Source: an optimization exercise on an open RTL-to-GDS flow (aim: a short achievable clock period and few clock cycles per item). Production flows keep margins and buffers that such runs may drop.
Function was checked by simulation only, so behaviour that the tests miss may differ from the original.
Power is estimated from default activity; no workload was simulated.

===== flow/run.sh =====
#!/bin/bash
# synth_recipe.tcl (not shown) runs the flow's synth.tcl, then flattens the netlist and writes it again
# the make line also repeats each setting of config.mk as NAME=value (left out here)
make -C /OpenROAD-flow-scripts/flow DESIGN_CONFIG=/design/flow/config.mk WORK_HOME=/design/flow/orfs CLKGATE_MAP_FILE= SYNTH_SCRIPT=/design/flow/synth_recipe.tcl finish

===== flow/config.mk =====
export PLATFORM = sky130hd
export DESIGN_NAME = ex_mem_top
export DESIGN_NICKNAME = ex_mem_top
export VERILOG_FILES = /design/flow/design.v
export SDC_FILE = /design/flow/constraint.sdc
export NUM_CORES = 4
export LEC_CHECK = 0
export ABC_CLOCK_PERIOD_IN_PS = 2300
export CAP_MARGIN = 20
export CORE_MARGIN = 2
export CORE_UTILIZATION = 55
export PLACE_DENSITY = 0.7
export SETUP_SLACK_MARGIN = 4.2
export SLEW_MARGIN = 20
export TNS_END_PERCENT = 100

===== flow/constraint.sdc =====
create_clock -name core_clock -period 6.5 [get_ports {CLK}]
set_input_delay 1.3000 -clock core_clock [delete_from_list [all_inputs] [get_ports {CLK}]]
set_output_delay 1.3000 -clock core_clock [all_outputs]
set_load 0.01 [all_outputs]

===== flow/design.v =====
`timescale 1ns/1ps
module alu_unit (
   input  logic [31:0] a,
   input  logic [31:0] b,
   input  logic        cin,
   input  logic [31:0] oth,
   input  logic        s_sll,
   input  logic        s_srl,
   output logic [32:0] sum,
   output logic [31:0] so
);
   assign sum = {1'b0, a} + {1'b0, b} + {32'b0, cin};
   assign so = (s_sll ? (b << a[4:0]) : 32'b0)
             | (s_srl ? (b >> a[4:0]) : 32'b0)
             | oth;
endmodule
module alu_merge (
   input  logic [32:0] sum,
   input  logic [31:0] so,
   input  logic        s_add,
   input  logic        s_slt,
   input  logic        s_sltu,
   input  logic        sdiff,    
   input  logic        a31,
   output logic [31:0] result
);
   logic lt_s, lt_u;
   assign lt_u = !sum[32];
   assign lt_s = sdiff ? a31 : sum[31];
   assign result = (s_add ? sum[31:0] : 32'b0)
                 | {31'b0, (s_slt & lt_s) | (s_sltu & lt_u)}
                 | so;
endmodule
`timescale 1ns/1ps
module branch_resolve (
   input  logic        CLK,
   input  logic [1:0]  br_kind,
   input  logic [31:0] porta,
   input  logic [31:0] portb,
   input  logic [31:0] pcn,
   input  logic [31:0] imm,
   output logic        cond,
   output logic [31:0] target_q
);
   always_comb begin
      case (br_kind)
         2'd1:    cond = (porta == portb);
         2'd2:    cond = (porta != portb);
         2'd3:    cond = 1'b1;
         default: cond = 1'b0;
      endcase
   end
   always_ff @(posedge CLK) begin
      target_q <= pcn + {imm[29:0], 2'b00};
   end
endmodule
`timescale 1ns/1ps
`timescale 1ns/1ps
`timescale 1ns/1ps
module ex_mem_top (
   input  logic        CLK,
   input  logic        nRST,
   input  logic [3:0]  aluop,
   input  logic [31:0] porta,
   input  logic [31:0] portb,
   input  logic [31:0] imm,
   input  logic [31:0] pcn,
   input  logic [1:0]  br_kind,
   input  logic [1:0]  memtoreg,
   input  logic        regwrite,
   input  logic        memread,
   input  logic        memwrite,
   input  logic        halt,
   input  logic [4:0]  dest,
   output logic        ex_ready,
   output logic        branch_taken,
   output logic [31:0] branch_target,
   output logic        cyc,
   output logic        stb,
   output logic        we,
   output logic [31:0] adr,
   output logic [31:0] wdata,
   output logic [3:0]  sel,
   input  logic [31:0] rdata,
   input  logic        ack,
   output logic        retire_valid,
   output logic        retire_regwrite,
   output logic        retire_halt,
   output logic [4:0]  retire_dest,
   output logic [31:0] retire_data
);
   localparam int D    = 16;        
   localparam int AW   = 4;         
   localparam int OMAX = D;         
   logic        stage_q, squash_q, full_q, nogo_any_q, bt_q;
   logic        stage_n, squash_n, full_n;
   logic [AW:0] occ, occ_n;         
   logic        is_br, hand, cond_in, head_ok;
   logic        rv_q;
   logic [31:0] target_q;
   branch_resolve u_branch (
      .CLK      (CLK),
      .br_kind  (br_kind),
      .porta    (porta),
      .portb    (portb),
      .pcn      (pcn),
      .imm      (imm),
      .cond     (cond_in),
      .target_q (target_q)
   );
   assign is_br = br_kind[0] | br_kind[1];
   assign ex_ready = !((br_kind[0] | br_kind[1] | full_q) & nogo_any_q);
   assign hand = !full_q && (!is_br || stage_q || squash_q);
   assign branch_taken = bt_q;
   assign branch_target = target_q;
   assign stage_n = hand ? 1'b0 : (stage_q | (is_br & !squash_q));
   assign squash_n = hand ? bt_q : squash_q;
   assign occ_n = occ + {{AW{1'b0}}, hand} - {{AW{1'b0}}, rv_q};
   assign full_n = (occ >= (AW+1)'(OMAX - 1));
   always_ff @(posedge CLK, negedge nRST) begin
      if (!nRST) begin
         stage_q <= 1'b0;
         squash_q <= 1'b0;
         full_q <= 1'b0;
         nogo_any_q <= 1'b1;
         bt_q <= 1'b0;
         occ <= '0;
      end else begin
         stage_q <= stage_n;
         squash_q <= squash_n;
         full_q <= full_n;
         nogo_any_q <= full_n | !(stage_n | squash_n);
         bt_q <= !full_n & stage_n & cond_in;
         occ <= occ_n;
      end
   end
   logic        v1;
   logic [31:0] a1, b1, oth1, pcn1, wd1;
   logic        cin1, s_add1, s_slt1, s_sltu1, sdiff1, s_sll1, s_srl1;
   logic        rw1, halt1, mem1, we1, ld1, pcsel1;
   logic [4:0]  dest1;
   logic [31:0] bsel, logic_r;
   logic        sub_in, mem_in;
   assign mem_in = memread | memwrite;
   assign bsel = mem_in ? imm : portb;
   assign sub_in = (aluop == 4'd1) || (aluop == 4'd8) || (aluop == 4'd9);
   always_comb begin
      case (aluop)
         4'd2:    logic_r = porta & bsel;
         4'd3:    logic_r = porta | bsel;
         4'd4:    logic_r = porta ^ bsel;
         4'd5:    logic_r = ~(porta | bsel);
         default: logic_r = '0;
      endcase
   end
   always_ff @(posedge CLK) begin
      a1      <= porta;
      b1      <= sub_in ? ~bsel : bsel;
      cin1    <= sub_in;
      s_add1  <= (aluop == 4'd0) || (aluop == 4'd1);
      s_slt1  <= (aluop == 4'd8);
      s_sltu1 <= (aluop == 4'd9);
      sdiff1  <= porta[31] ^ bsel[31];
      oth1    <= logic_r;
      s_sll1  <= (aluop == 4'd6);
      s_srl1  <= (aluop == 4'd7);
      pcn1    <= pcn;
      wd1     <= portb;
      rw1     <= regwrite & !squash_q;
      halt1   <= halt & !squash_q;
      mem1    <= mem_in & !squash_q;
      we1     <= memwrite;
      ld1     <= (memtoreg == 2'd1);
      pcsel1  <= (memtoreg == 2'd2);
      dest1   <= dest;
   end
   logic [32:0] sum1;
   logic [31:0] so1;
   alu_unit u_alu (
      .a      (a1),
      .b      (b1),
      .cin    (cin1),
      .oth    (oth1),
      .s_sll  (s_sll1),
      .s_srl  (s_srl1),
      .sum    (sum1),
      .so     (so1)
   );
   logic        v2;
   logic [32:0] sum2;
   logic [31:0] so2, pcn2, res2, data2, wd2;
   logic        s_add2, s_slt2, s_sltu2, sdiff2, a31_2, pcsel2;
   logic        rw2, halt2, mem2, we2, ld2;
   logic [4:0]  dest2;
   always_ff @(posedge CLK, negedge nRST) begin
      if (!nRST) begin
         v1 <= 1'b0;
         v2 <= 1'b0;
      end else begin
         v1 <= hand;
         v2 <= v1;
      end
   end
   always_ff @(posedge CLK) begin
      sum2    <= sum1;
      so2     <= so1;
      s_add2  <= s_add1;
      s_slt2  <= s_slt1;
      s_sltu2 <= s_sltu1;
      sdiff2  <= sdiff1;
      a31_2   <= a1[31];
      pcn2    <= pcn1;
      pcsel2  <= pcsel1;
      wd2   <= wd1;
      rw2   <= rw1;
      halt2 <= halt1;
      mem2  <= mem1;
      we2   <= we1;
      ld2   <= ld1;
      dest2 <= dest1;
   end
   alu_merge u_merge (
      .sum    (sum2),
      .so     (so2),
      .s_add  (s_add2),
      .s_slt  (s_slt2),
      .s_sltu (s_sltu2),
      .sdiff  (sdiff2),
      .a31    (a31_2),
      .result (res2)
   );
   assign data2 = pcsel2 ? pcn2 : res2;
   logic [31:0] q_data [D];
   logic [4:0]  q_dest [D];
   logic        q_rw [D], q_halt [D];
   logic [D-1:0] q_rdy;             
   logic [AW-1:0] wp, rp;
   logic        cyc_q, we_q, ld_q;
   logic [31:0] adr_q, wdata_q;
   logic [AW-1:0] idx_q;
   logic [31:0] m_adr [D], m_wd [D];
   logic        m_we [D], m_ld [D];
   logic [AW-1:0] m_idx [D];
   logic [AW-1:0] mwp, mrp;
   logic [AW:0]   mcnt;
   logic          mq_empty;
   logic ackd, bus_free, push_m, pop_m;
   assign ackd = cyc_q & ack;
   assign bus_free = !cyc_q || ack;
   assign push_m = v2 && mem2;
   assign pop_m = bus_free && (!mq_empty || push_m);
   assign head_ok = q_rdy[rp];
   always_ff @(posedge CLK, negedge nRST) begin
      if (!nRST) begin
         wp <= '0;
         rp <= '0;
         q_rdy <= '0;
         mwp <= '0;
         mrp <= '0;
         mcnt <= '0;
         mq_empty <= 1'b1;
         cyc_q <= 1'b0;
         we_q <= 1'b0;
      end else begin
         if (v2) wp <= wp + 1'b1;
         if (head_ok) rp <= rp + 1'b1;
         for (int i = 0; i < D; i++) begin
            if (v2 && wp == AW'(i)) q_rdy[i] <= !mem2;
            else if (ackd && idx_q == AW'(i)) q_rdy[i] <= 1'b1;
            else if (head_ok && rp == AW'(i)) q_rdy[i] <= 1'b0;
         end
         if (push_m) mwp <= mwp + 1'b1;
         if (pop_m) mrp <= mrp + 1'b1;
         mcnt <= mcnt + {{AW{1'b0}}, push_m} - {{AW{1'b0}}, pop_m};
         mq_empty <= (mcnt + {{AW{1'b0}}, push_m} - {{AW{1'b0}}, pop_m}) == '0;
         if (bus_free) begin
            if (!mq_empty) begin
               cyc_q <= 1'b1;
               we_q <= m_we[mrp];
            end else if (push_m) begin
               cyc_q <= 1'b1;
               we_q <= we2;
            end else begin
               cyc_q <= 1'b0;
               we_q <= 1'b0;
            end
         end
      end
   end
   always_ff @(posedge CLK) begin
      if (bus_free) begin
         if (!mq_empty) begin
            adr_q <= m_adr[mrp];
            wdata_q <= m_wd[mrp];
            ld_q <= m_ld[mrp];
            idx_q <= m_idx[mrp];
         end else begin
            adr_q <= res2;
            wdata_q <= wd2;
            ld_q <= ld2;
            idx_q <= wp;
         end
      end
      if (push_m) begin
         m_adr[mwp] <= res2;
         m_wd[mwp] <= wd2;
         m_we[mwp] <= we2;
         m_ld[mwp] <= ld2;
         m_idx[mwp] <= wp;
      end
   end
   always_ff @(posedge CLK) begin
      for (int i = 0; i < D; i++) begin
         if (v2 && wp == AW'(i)) begin
            q_data[i] <= data2;
            q_dest[i] <= dest2;
            q_rw[i]   <= rw2;
            q_halt[i] <= halt2;
         end else if (ackd && ld_q && idx_q == AW'(i)) begin
            q_data[i] <= rdata;
         end
      end
   end
   logic rrw_q, rh_q;
   logic [4:0] rdest_q;
   logic [31:0] rdata_q;
   always_ff @(posedge CLK, negedge nRST) begin
      if (!nRST) begin
         rv_q <= 1'b0;
         rrw_q <= 1'b0;
         rh_q <= 1'b0;
      end else begin
         rv_q <= head_ok;
         rrw_q <= head_ok && q_rw[rp];
         rh_q <= head_ok && q_halt[rp];
      end
   end
   always_ff @(posedge CLK) begin
      rdest_q <= q_dest[rp];
      rdata_q <= q_data[rp];
   end
   assign cyc = cyc_q;
   assign stb = cyc_q;
   assign we = we_q;
   assign adr = adr_q;
   assign wdata = wdata_q;
   assign sel = 4'hf;
   assign retire_valid = rv_q;
   assign retire_regwrite = rrw_q;
   assign retire_halt = rh_q;
   assign retire_dest = rdest_q;
   assign retire_data = rdata_q;
endmodule

==> reports/summary.txt, run 1 <==
Post-synth ARST share: 2.44%
Endpoints failing setup: 0
Initial antenna violation count: 44
DRT iter0 DRCs: 12.9k
Layout net count: 7314
Layout cell share with drive strength beyond 1: 33.2%
Max Clock Skew: 0.0480 ns
Sum Neg Setup Slack: 0 ns
Worst VDD drop: 0.345 mV
Initial DRT Pass Iterations: 17
Crit end category: primary output
Slew @ Worst Pin: 1.12 ns
Drt total wl: 363000 um
Total GRT Usage: 39.7%
WP data required: 5.20 ns
Die X: 417 um
Worst path slowest cell: o31ai_4
CTS tree: built
Bufs on Longest Clock Path: 3
Gpl congestion: 0.943
CTS Hold Bufs: 0
Largest net degree at the start of global routing: 68
H-tree levels: 4
Die area: 174000 um2
Run status: finished clean
Max frequency: 327 MHz
Relative slew slack: 24.7%
Sw Ratio: 34.1%
FP Rows: 151
Synth top area share: 58.0%
Crit Path Max Fanout: 2
Max-cap viol count: 0
Die Ht: 417 um
Final core utilization: 70.1%
Final Hold Slack: 0.229 ns
Setup CP Type: in -> out
Worst-path cell chain: buf_8 > o31ai_4 > buf_2
Dpl cell area: 100000 um2
Sw Pwr: 17.7 mW
CTS Buf Count: 219
Total power: 51.8 mW
Library cells used by synthesis: 80
Avg Cell Area, Syn: 15.0 um2
DRC violations left: 0
Cell area after layout: 119000 um2
Clk pwr share: 26.0%
Core area: 169000 um2
Post-synth top area cell: edfxtp_1
Register area share after synthesis: 67.8%
Vias: 66.9k
Area growth from synthesis to layout: 26.4%
Max stage delay on crit path: 0.20 ns
Sequential power share: 37.0%
Leak: 42.8 nW
Initial Util: 55.4%
Area contributors post-synth: edfxtp_1, mux4_2, dfxtp_1, o21ai_0, nand2_1
Power per cell area: 436 nW/um2
Most frequent cells in the layout: edfxtp_1, nand2_1, o21ai_0
Type of the worst min-delay path: in -> async
Logic pwr share: 37.0%
#FFs+latches synth: 2258
Final hold vios: 0
Int Power: 34.1 mW
CP arrival: 1.76 ns
First-pass GRT wire length: 480000 um
Ports: 325
Yosys Warn Count: 6
Max-slew violations: 0
Post-route ant nets: 0
Clock slew at reported path FFs: 0.06 ns
Post-DP HPWL: 173000 um
TritonCTS Sinks: 2258
Skew-Pair Late Insertion Delay: 0.91 ns
Root Buffer: clkbuf_16
RSZ-0062 raised after global routing: yes
Post-synth EDFFs: 1813
Vias in the first global route: 62.9k
Tmin final: 3.06 ns
Fill cells: 10.5k
WL/cell: 38.6 um
Setup crit start kind: input pin
Port bufs: 320
Synth Instances: 6240
Mapped Area: 93900 um2
Commonest non-fill, non-tap cell in the layout: edfxtp_1
Synth Flop Type: edfxtp_1
Vias/cell: 7.10
Final period util: 47.0%
GRT overflow: 0
-- Yosys cell counts (all sizes together) (6+ instances only) --
master	n
a21o	61
nand2	714
dfrtp	53
buf	120
and3	36
or3	6
a32oi	8
o21bai	12
nor3	19
a31oi	27
o22ai	13
a22o	55
o21a	6
o31ai	7
dfxtp	390
a21boi	7
a22oi	79
a41oi	29
a222oi	38
nor4	10
and2	31
o221ai	6
a221o	37
nor2b	16
mux2i	131
o211ai	21
edfxtp	1813
mux2	97
a211oi	14
a21oi	129
inv	124
mux4	407
ha	151
o21ai	673
nand2b	24
nor2	177
xnor2	83
xor2	52
clkbuf	363
nand3	45
a221oi	77
nand4	20
-- stage by stage --
step	setup slack [ns]	cells
6_report	3.44	9420
5_1_grt	3.41	9405
4_1_cts	3.43	9218
3_5_place_dp	1.86	8426
3_3_place_gp	1.93	8425
2_1_floorplan	2.81	6243
-- critical path: cells and delay by family --
| family | cells | cell delay, ns |
|---|---|---|
| compound gates | 1 | 0.20 |
| buf+inv | 2 | 0.26 |
-- layer usage --
layer / wire [um] / GRT usage, %
met1: 117000 / 49.7
met2: 158000 / 59.0
met3: 54300 / 13.1
met4: 33000 / 27.0
met5: 606 / 0.111
-- registers in the layout, indices dropped and copies added (netlist names), 30 cells and up --
| register | flops |
|---|---|
| a1 | 32 |
| adr_q | 32 |
| b1 | 32 |
| m_adr | 512 |
| m_idx | 64 |
| m_wd | 512 |
| oth1 | 32 |
| pcn1 | 30 |
| pcn2 | 32 |
| q_data | 512 |
| q_dest | 80 |
| rdata_q | 32 |
| so2 | 32 |
| sum2 | 33 |
| u_branch.target_q | 32 |
| wd1 | 32 |
| wd2 | 32 |
| wdata_q | 32 |
-- layout make-up --
class                   count  area [um2]  area share [%]
multi-input cells        3419       32300            27.2
well taps                2218        2780            2.34
clock inverters           114        1460            1.23
flip-flops and latches   2258       63900            53.8
repair buffers            955       11600            9.77
clock buffers             305        6080            5.12
inverters                 125         522           0.439
diodes                     26        65.1          0.0548
-- cell families after synthesis --
family	Yosys count	share of synthesized area (%)
compound gates	1330	8.94
xor+xnor	135	1.26
fa+ha+maj	156	2.12
buf+inv	608	2.58
flops	2258	67.8
mux	635	12.3
other cells	1	0.00399
simple gates	1117	5.02
-- final timing paths --
path                             from         to  slack (ns)  cells after the start
setup / recovery           br_kind[1]   ex_ready        3.44                      3
hold / removal                   nRST    stage_q        0.23                      1
setup reg to reg               mrp[0]  adr_q[25]        3.77                      8
hold reg to reg                wd1[3]     wd2[3]        0.32                      0
max in group asynchronous        nRST     mrp[3]        5.04                      2
min in group core_clock        wd1[3]     wd2[3]        0.32                      0
-- power by group through the flow --
stage	sequential [mW]	combinational (mW)	clock, mW
global route	19.2	19.3	14.0
CTS	19.0	16.5	13.3
finish	19.2	19.2	13.5
detailed placement	19.4	12.5	0
global placement	19.3	12.3	0
floorplan	18.7	8.23	0
-- what timing repair did --
item / in CTS / in global routing
gates cloned: 103 / 20
setup buffers: 270 / 156
pin swaps: 124 / 166
gates resized for setup: 1734 / 505
setup endpoints to repair: 2710 / 1241
Testbench counts, summed over its fixed seeds: cycles 184,104, items 160,000.
==> run 2, diff against run 1 <==
--- a/flow/config.mk
+++ b/flow/config.mk
@@ -10,4 +10,3 @@
 export CORE_MARGIN = 2
-export CORE_UTILIZATION = 55
-export PLACE_DENSITY = 0.7
+export CORE_UTILIZATION = 40
 export SETUP_SLACK_MARGIN = 4.2
==> run 2 against run 1 <==
Against the previous run: area after synthesis unchanged; power fell by 3.1%; sequential cell count unchanged; cell area is 0.50% higher; setup slack worse by 0.0012 ns; utilization decreased by 19 points; synthesized cell count is the same; critical path depth is the same; global-route usage decreased by 12 points; clock power about the same; sequential share of layout area is 0.27 points lower; fmax hardly changed.
==> reports/summary.txt, run 2 <==
Top-count cell post-synth: edfxtp_1
Crit end category: primary output
DRT iter0 DRCs: 9112
Max-slew violations: 0
RSZ-0062 raised after global routing: yes
FF-to-FF End: wdata_q[24]
CTS tree: built
Total power: 50.2 mW
Area growth from synthesis to layout: 27.1%
Length in cells of the worst reg-to-reg path: 9
CTS Buf Count: 223
Layout cell share with drive strength beyond 1: 33.3%
WP data required: 5.20 ns
Max stage delay on crit path: 0.20 ns
Max Clock Skew: 0.0599 ns
Vias: 62.3k
Power per cell area: 421 nW/um2
Fill cells: 19.1k
Skew-Pair Late Insertion Delay: 0.90 ns
Cell class contributing the biggest share of worst-path delay: buffers and inverters
Yosys Warn Count: 6
Leak: 42.6 nW
Drt total wl: 347000 um
Slew @ Worst Pin: 1.16 ns
Total GRT Usage: 28.2%
Vias/cell: 6.04
Largest net degree at the start of global routing: 67
Bufs on Longest Clock Path: 3
Die X: 489 um
Post-Synth XOR/XNOR Area: 1.26%
Final hold vios: 0
Mapped Area: 93900 um2
Post-synth EDFFs: 1813
TritonCTS Sinks: 2258
Gpl congestion: 0.922
Post-route ant nets: 0
Core area: 233000 um2
Synth Flop Type: edfxtp_1
Tmin final: 3.06 ns
Library cells used by synthesis: 80
Synthesized-area fraction occupied by adder cells: 2.12%
Die area: 239000 um2
Synth top cells by count: edfxtp_1, nand2_1, o21ai_0
Area contributors post-synth: edfxtp_1, mux4_2, dfxtp_1, o21ai_0, nand2_1
Clock slew at reported path FFs: 0.07 ns
Max-cap viol count: 0
Worst Hold End: pcn2[26]
Critical hold path startpoint: pcn1[26]
Post-synth ARST share: 2.44%
Initial Util: 40.3%
Commonest non-fill, non-tap cell in the layout: edfxtp_1
Post-synth top area cell: edfxtp_1
Cell total after placement: 9385
Max frequency: 327 MHz
Hold Crit Depth: 0
WP buf/inv: 2
First-pass GRT wire length: 470000 um
Initial DRT Pass Iterations: 10
Flop2flop setup slack: 3.74 ns
Ports: 325
Run status: finished clean
Die Ht: 489 um
Port bufs: 320
Register area share after synthesis: 67.8%
Post-DP HPWL: 193000 um
Worst-path cell chain: buf_8 > o31ai_4 > buf_2
Crit Path Max Fanout: 2
Worst reg2reg startpoint: mrp[0]
Worst slack, placed: 2.22 ns
Type of the worst min-delay path: reg -> reg
Relative slew slack: 22.0%
Worst path slowest cell: o31ai_4
Sum Neg Setup Slack: 0 ns
Most frequent cells in the layout: edfxtp_1, nand2_1, o21ai_0
DRC violations left: 0
Fin worst setup slack: 3.44 ns
Compound-Gate Fraction of Synth Area: 8.94%
Setup crit start kind: input pin
GRT overflow: 0
H-tree levels: 4
FP Rows: 177
Initial antenna violation count: 50
#FFs+latches synth: 2258
Synth Instances: 6240
Largest registers: m_adr (512), m_wd (512), q_data (512)
Avg Cell Area, Syn: 15.0 um2
Layout net count: 7314
Mux contribution to synthesized area: 12.3%
WL/cell: 33.5 um
Synth top area share: 58.0%
Final period util: 47.1%
Largest family of logic cells by synthesized area: multiplexers
Endpoints failing setup: 0
Non-filler instance count after layout: 10.3k
Setup CP Type: in -> out
Simple-gate area share of the yosys netlist: 5.02%
CP arrival: 1.76 ns
Vias in the first global route: 59.1k
Worst VDD drop: 0.322 mV
Root Buffer: clkbuf_16
[run 2: cell counts after synthesis]
No cell type changed its count.
[run 2: per-layer routing]
metal	vias up	global-route usage, %	wire (um)
li1	25700	-	-
met1	31900	38.8	134000
met2	3931	43.2	155000
met3	780	5.75	36900
met4	26	12.8	19800
met5	-	0	175
[run 2: how the worst max path moves through the flow]
stage                                       end  cells past startpoint       start  slack [ns]
after global placement    u_branch.target_q[30]                     10      imm[0]        2.17
after detailed placement  u_branch.target_q[30]                     10      imm[0]        2.22
after floorplan                        mq_empty                     13         ack        2.81
final                                  ex_ready                      3  br_kind[0]        3.44
after CTS                              ex_ready                      3  br_kind[0]        3.43
after global routing                   ex_ready                      3  br_kind[1]        3.42
[run 2: cell type report]
class                           count  area (um2)  share of cell area [%]
Antenna cell                       21        52.6                  0.0440
Timing Repair Buffer              972       11400                    9.54
Tap cell                         3132        3920                    3.28
Sequential cell                  2258       63900                    53.5
Inverter                          125         536                   0.449
Clock inverter                    115        1280                    1.07
Multi-Input combinational cell   3398       32000                    26.8
Clock buffer                      309        6260                    5.24
[run 2: cells by family (layout without fill, tap and decap cells)]
kind of cell               after synthesis  after routing
other                                    1             25
xor gates and xnor gates               135            135
and+or+nand+nor                       1117           1134
DFF                                   2258           2258
buffers and inverters                  608           1521
AOI/OAI and AO/OA                     1330           1331
muxes                                  635            638
adders and majority gates              156            156
[run 2: repair_timing]
item | in CTS | in global routing
endpoints found under the setup margin | 2629 | 914
gates cloned | 70 | 16
buffers inserted | 296 | 118
pin swaps | 165 | 163
hold buffers | 0 | 0
resized for setup | 1824 | 449
[run 2: through the flow]
| stage | utilization, % | instance area [um2] | hold WS [ns] |
|---|---|---|---|
| global placement | 43.7 | 102000 | 0.310 |
| floorplan | - | 95300 | 0.310 |
| detailed placement | 43.7 | 102000 | 0.312 |
| CTS | 50.0 | 116000 | 0.275 |
| global route | 51.2 | 119000 | 0.283 |
| finish | 51.2 | 119000 | 0.295 |
[run 2: worst reg2reg max path, stage by stage, from the launching register on]
cell,delay (ns)
dfrtp_4,0.49
buf_6,0.14
buf_6,0.11
buf_12,0.13
buf_12,0.14
buf_12,0.14
clkbuf_16,0.18
mux4_2,0.44
mux4_2,0.46
mux2_4,0.30
[run 2: where the power goes]
part / internal (mW) / leakage, nW / switching (mW)
sequential: 17.9 / 20.4 / 1.17
combinational: 8.39 / 18.5 / 9.51
clock: 7.51 / 3.67 / 5.75
total: 33.8 / 42.6 / 16.4
==> run 3, diff against run 2 <==
--- a/flow/config.mk
+++ b/flow/config.mk
@@ -7,3 +7,3 @@
 export LEC_CHECK = 0
-export ABC_CLOCK_PERIOD_IN_PS = 2300
+export ABC_CLOCK_PERIOD_IN_PS = 2000
 export CAP_MARGIN = 20
@@ -11,3 +11,3 @@
 export CORE_UTILIZATION = 40
-export SETUP_SLACK_MARGIN = 4.2
+export SETUP_SLACK_MARGIN = 4.6
 export SLEW_MARGIN = 20
==> run 3 against run 2 <==
Against the previous run: the flow now stops in 5_1_grt; synthesized cell count unchanged; area after synthesis stayed put.
==> reports/summary.txt, run 3 <==
Post-synth EDFFs: 1813
Log Error: [ERROR RSZ-0074] Failed to build tree from global routes for pin 'rebuffer3831/X' and net 'net3829' at grid (272550, 182850): found route to 6 pins, expected 7
Worst slack, placed: 2.05 ns
Bufs on Longest Clock Path: 3
CTS Hold Bufs: 0
Post-DP HPWL: 189000 um
Cell total after placement: 9379
Last stage: 5_1_grt
Synth Instances: 6240
FP Rows: 177
Gpl congestion: 0.918
Die X: 489 um
Mapped Area: 93900 um2
TritonCTS Sinks: 2258
Run status: stopped before the end
Post-synth ARST share: 2.44%
Register area share after synthesis: 67.8%
Top-count cell post-synth: edfxtp_1
Library cells used by synthesis: 80
Synth top area share: 58.0%
Avg Cell Area, Syn: 15.0 um2
Port bufs: 320
Synth top cells by count: edfxtp_1, nand2_1, o21ai_0
Root Buffer: clkbuf_16
Area contributors post-synth: edfxtp_1, mux4_2, dfxtp_1, o21ai_0, nand2_1
Yosys Warn Count: 6
Initial Util: 40.3%
Largest net degree at the start of global routing: 66
CTS Buf Count: 229
H-tree levels: 4
Ports: 325
Dpl cell area: 102000 um2
Synth Flop Type: edfxtp_1
Post-synth top area cell: edfxtp_1
Die Ht: 489 um
#FFs+latches synth: 2258
[run 3: worst max path at each step]
stage	cells past startpoint	end
2_1_floorplan	13	mq_empty
3_3_place_gp	8	bt_q
3_5_place_dp	8	bt_q
4_1_cts	1	adr[25]
[run 3: what timing repair did]
action,CTS
gates cloned,303
pin swaps,403
gates resized for setup,3270
setup endpoints to repair,2744
setup buffers,804
[run 3: cell families after synthesis]
| kind of cell | after synthesis | synth area share [%] |
|---|---|---|
| flip-flops | 2258 | 67.8 |
| adder cells (fa/ha/maj) | 156 | 2.12 |
| XOR/XNOR | 135 | 1.26 |
| other | 1 | 0.00399 |
| multiplexers | 635 | 12.3 |
| AO/OA/AOI/OAI | 1330 | 8.94 |
| buffers and inverters | 608 | 2.58 |
| AND/OR/NAND/NOR | 1117 | 5.02 |
[run 3: power by group through the flow]
stage                     clock (mW)  sequential (mW)  combinational (mW)
after floorplan                    0             18.8                8.78
after global placement             0             19.5                13.1
after detailed placement           0             19.5                13.2
after CTS                       13.8             19.0                21.7
==> run 4, diff against run 3 <==
--- a/flow/config.mk
+++ b/flow/config.mk
@@ -7,3 +7,3 @@
 export LEC_CHECK = 0
-export ABC_CLOCK_PERIOD_IN_PS = 2000
+export ABC_CLOCK_PERIOD_IN_PS = 2100
 export CAP_MARGIN = 20
@@ -11,3 +11,3 @@
 export CORE_UTILIZATION = 40
-export SETUP_SLACK_MARGIN = 4.6
+export SETUP_SLACK_MARGIN = 4.4
 export SLEW_MARGIN = 20
==> run 4 against run 3 <==
Against the previous run: synthesized cell count did not move; area after synthesis did not move; the run now finishes clean.
==> reports/summary.txt, run 4 <==
Final period util: 47.3%
Worst VDD drop: 0.365 mV
Drt total wl: 391000 um
Most Crowded Layer GR: met2
Largest registers: m_adr (512), m_wd (512), q_data (512)
Total GRT Usage: 29.7%
Skew-Pair Late Insertion Delay: 0.95 ns
Library cells used by synthesis: 80
Power per cell area: 437 nW/um2
Slew @ Worst Pin: 1.10 ns
Endpoints failing setup: 0
Max Clock Skew: 0.0886 ns
Clk pwr share: 25.9%
Root Buffer: clkbuf_16
Final hold vios: 0
Clock slew at reported path FFs: 0.06 ns
Fill cells: 18.2k
Layout cell share with drive strength beyond 1: 37.9%
Setup crit start kind: input pin
Post-synth ARST share: 2.44%
Crit Path Max Fanout: 2
CP arrival: 1.77 ns
Total power: 54.9 mW
Die Ht: 489 um
Initial DRT Pass Iterations: 13
Logic pwr share: 39.4%
M3 GR Usage: 8.62%
Post-synth top area cell: edfxtp_1
Worst Hold End: pcn2[26]
TritonCTS Sinks: 2258
Gpl congestion: 0.943
Worst reg2reg startpoint: a1[0]
CTS Buf Count: 234
Tmin final: 3.07 ns
Post-DP HPWL: 190000 um
Crit end category: primary output
Length in cells of the worst reg-to-reg path: 10
DRC violations left: 0
H-tree levels: 4
Vias in the first global route: 62.3k
Commonest non-fill, non-tap cell in the layout: edfxtp_1
Layout net count: 7602
GRT overflow: 0
Register area share after synthesis: 67.8%
Post-synth EDFFs: 1813
Mapped Area: 93900 um2
Synth Flop Type: edfxtp_1
Synth Instances: 6240
Int Power: 36.1 mW
Synth top area share: 58.0%
Synth top cells by count: edfxtp_1, nand2_1, o21ai_0
First-pass GRT wire length: 494000 um
#FFs+latches synth: 2258
Top-count cell post-synth: edfxtp_1
Ports: 325
Area growth from synthesis to layout: 34.0%
Die X: 489 um
Max-slew violations: 0
Flop2flop setup slack: 3.63 ns
Sum Neg Setup Slack: 0 ns
FP Rows: 177
DRT iter0 DRCs: 12.2k
Area contributors post-synth: edfxtp_1, mux4_2, dfxtp_1, o21ai_0, nand2_1
Initial antenna violation count: 54
Max frequency: 325 MHz
Yosys Warn Count: 6
Sw Ratio: 34.3%
Die area: 239000 um2
Bufs on Longest Clock Path: 3
RSZ-0062 raised after global routing: yes
CTS tree: built
WP data required: 5.20 ns
Grt met2 use: 43.7%
Leak: 45.3 nW
Sequential power share: 34.8%
Post-route ant nets: 0
Port bufs: 320
WL/cell: 36.8 um
Setup CP Type: in -> out
Initial Util: 40.3%
Largest net degree at the start of global routing: 67
Max-cap viol count: 0
Sw Pwr: 18.9 mW
Hold Crit Depth: 0
Critical hold path startpoint: pcn1[26]
Met1 GRT Util: 39.5%
Core area: 233000 um2
Vias: 68.1k
Relative slew slack: 26.6%
FF-to-FF End: sum2[32]
Run status: finished clean
Avg Cell Area, Syn: 15.0 um2
Vias/cell: 6.40
Most frequent cells in the layout: edfxtp_1, nand2_1, o21ai_0
Type of the worst min-delay path: reg -> reg
-- run 4: cell counts after synthesis --
No cell type changed its count.
-- run 4: area by class of cell --
class / count / area [um2] / share of cell area [%]
inverters: 125 / 541 / 0.430
multi-input cells: 3415 / 33300 / 26.4
well taps: 3132 / 3920 / 3.12
clock inverters: 127 / 1590 / 1.27
repair buffers: 1232 / 16000 / 12.7
clock buffers: 318 / 6600 / 5.25
diodes: 24 / 60.1 / 0.0477
flip-flops and latches: 2258 / 63900 / 50.8
-- run 4: repair_timing --
action	4_1_cts	5_1_grt
endpoints found under the setup margin	2759	1363
gates cloned	117	54
setup buffers	440	195
hold buffers	0	0
pin swaps	299	196
resized for setup	2236	487
endpoints found under the hold margin	0	0
-- run 4: routing by layer --
layer / wire length (um) / share of wire, %
met4: 30700 / 7.8
met3: 57700 / 15
met1: 138000 / 35
met2: 164000 / 42
met5: 1180 / 0.30
-- run 4: worst max-delay path by stage --
stage                     to        from  depth (start not counted)  slack [ns]
finish              ex_ready  br_kind[0]                          3        3.43
global placement        bt_q    portb[0]                          7        1.72
global route        ex_ready      full_q                          2        3.38
CTS                 ex_ready  br_kind[0]                          3        3.42
floorplan           mq_empty         ack                         13        2.81
detailed placement      bt_q    portb[0]                          7        2.14
-- run 4: worst max-delay path: stages --
cell,delay (ns)
buf_8,0.10
o31ai_4,0.21
buf_2,0.17
-- run 4: power groups by stage --
| stage | clock network (mW) | logic (mW) | registers [mW] |
|---|---|---|---|
| 2_1_floorplan | 0 | 8.47 | 18.8 |
| 3_3_place_gp | 0 | 12.9 | 19.4 |
| 3_5_place_dp | 0 | 13.0 | 19.5 |
| 4_1_cts | 14.2 | 18.8 | 19.0 |
| 5_1_grt | 14.9 | 21.9 | 19.2 |
| 6_report | 14.2 | 21.6 | 19.1 |
-- run 4: stage by stage --
stage	area (um2)	utilization, %	setup WS (ns)	std cells	hold slack [ns]
floorplan	95800	-	2.81	6243	0.310
global placement	102000	43.6	1.72	9354	0.311
detailed placement	102000	43.7	2.14	9356	0.312
CTS	121000	51.8	3.42	10400	0.321
global route	126000	54.0	3.38	10600	0.325
finish	126000	54.0	3.43	10600	0.322
-- run 4: cells by family after synthesis --
kind of cell | count (synthesis) | share of synthesized area, %
muxes | 635 | 12.3
other | 1 | 0.00399
and+or+nand+nor | 1117 | 5.02
xor gates and xnor gates | 135 | 1.26
buffers and inverters | 608 | 2.58
AOI/OAI and AO/OA | 1330 | 8.94
adders and majority gates | 156 | 2.12
DFF | 2258 | 67.8

==> re-timing with driven ports <==
Ports are ideal in the flow. The routed layouts listed here were re-timed in OpenROAD. Step 1, drivers: a clkbuf_16 drives CLK and a buf_2 each remaining input, both assumed. Step 2 times the ports against the registers' clock, not the clock port: input delays grow and output delays shrink by t, the midpoint of the rising clock arrivals with the driver on. Three values: no drivers, after step 1, after step 2; two values: the first two.
run | shift t [ns] | slack for setup (ns) | worst data-port slew with drivers (ns)
run 1 | 0.972 | 3.442 / 3.390 / 2.876 | 0.25
run 2 | 0.968 | 3.441 / 3.402 / 2.939 | 0.24
run 4 | 0.989 | 3.427 / 3.383 / 2.774 | 0.47
After both steps every run listed still meets setup and hold. For run 4, which loses most, drivers alone change the setup slack by -0.044 ns; drivers and shift together by -0.653 ns.
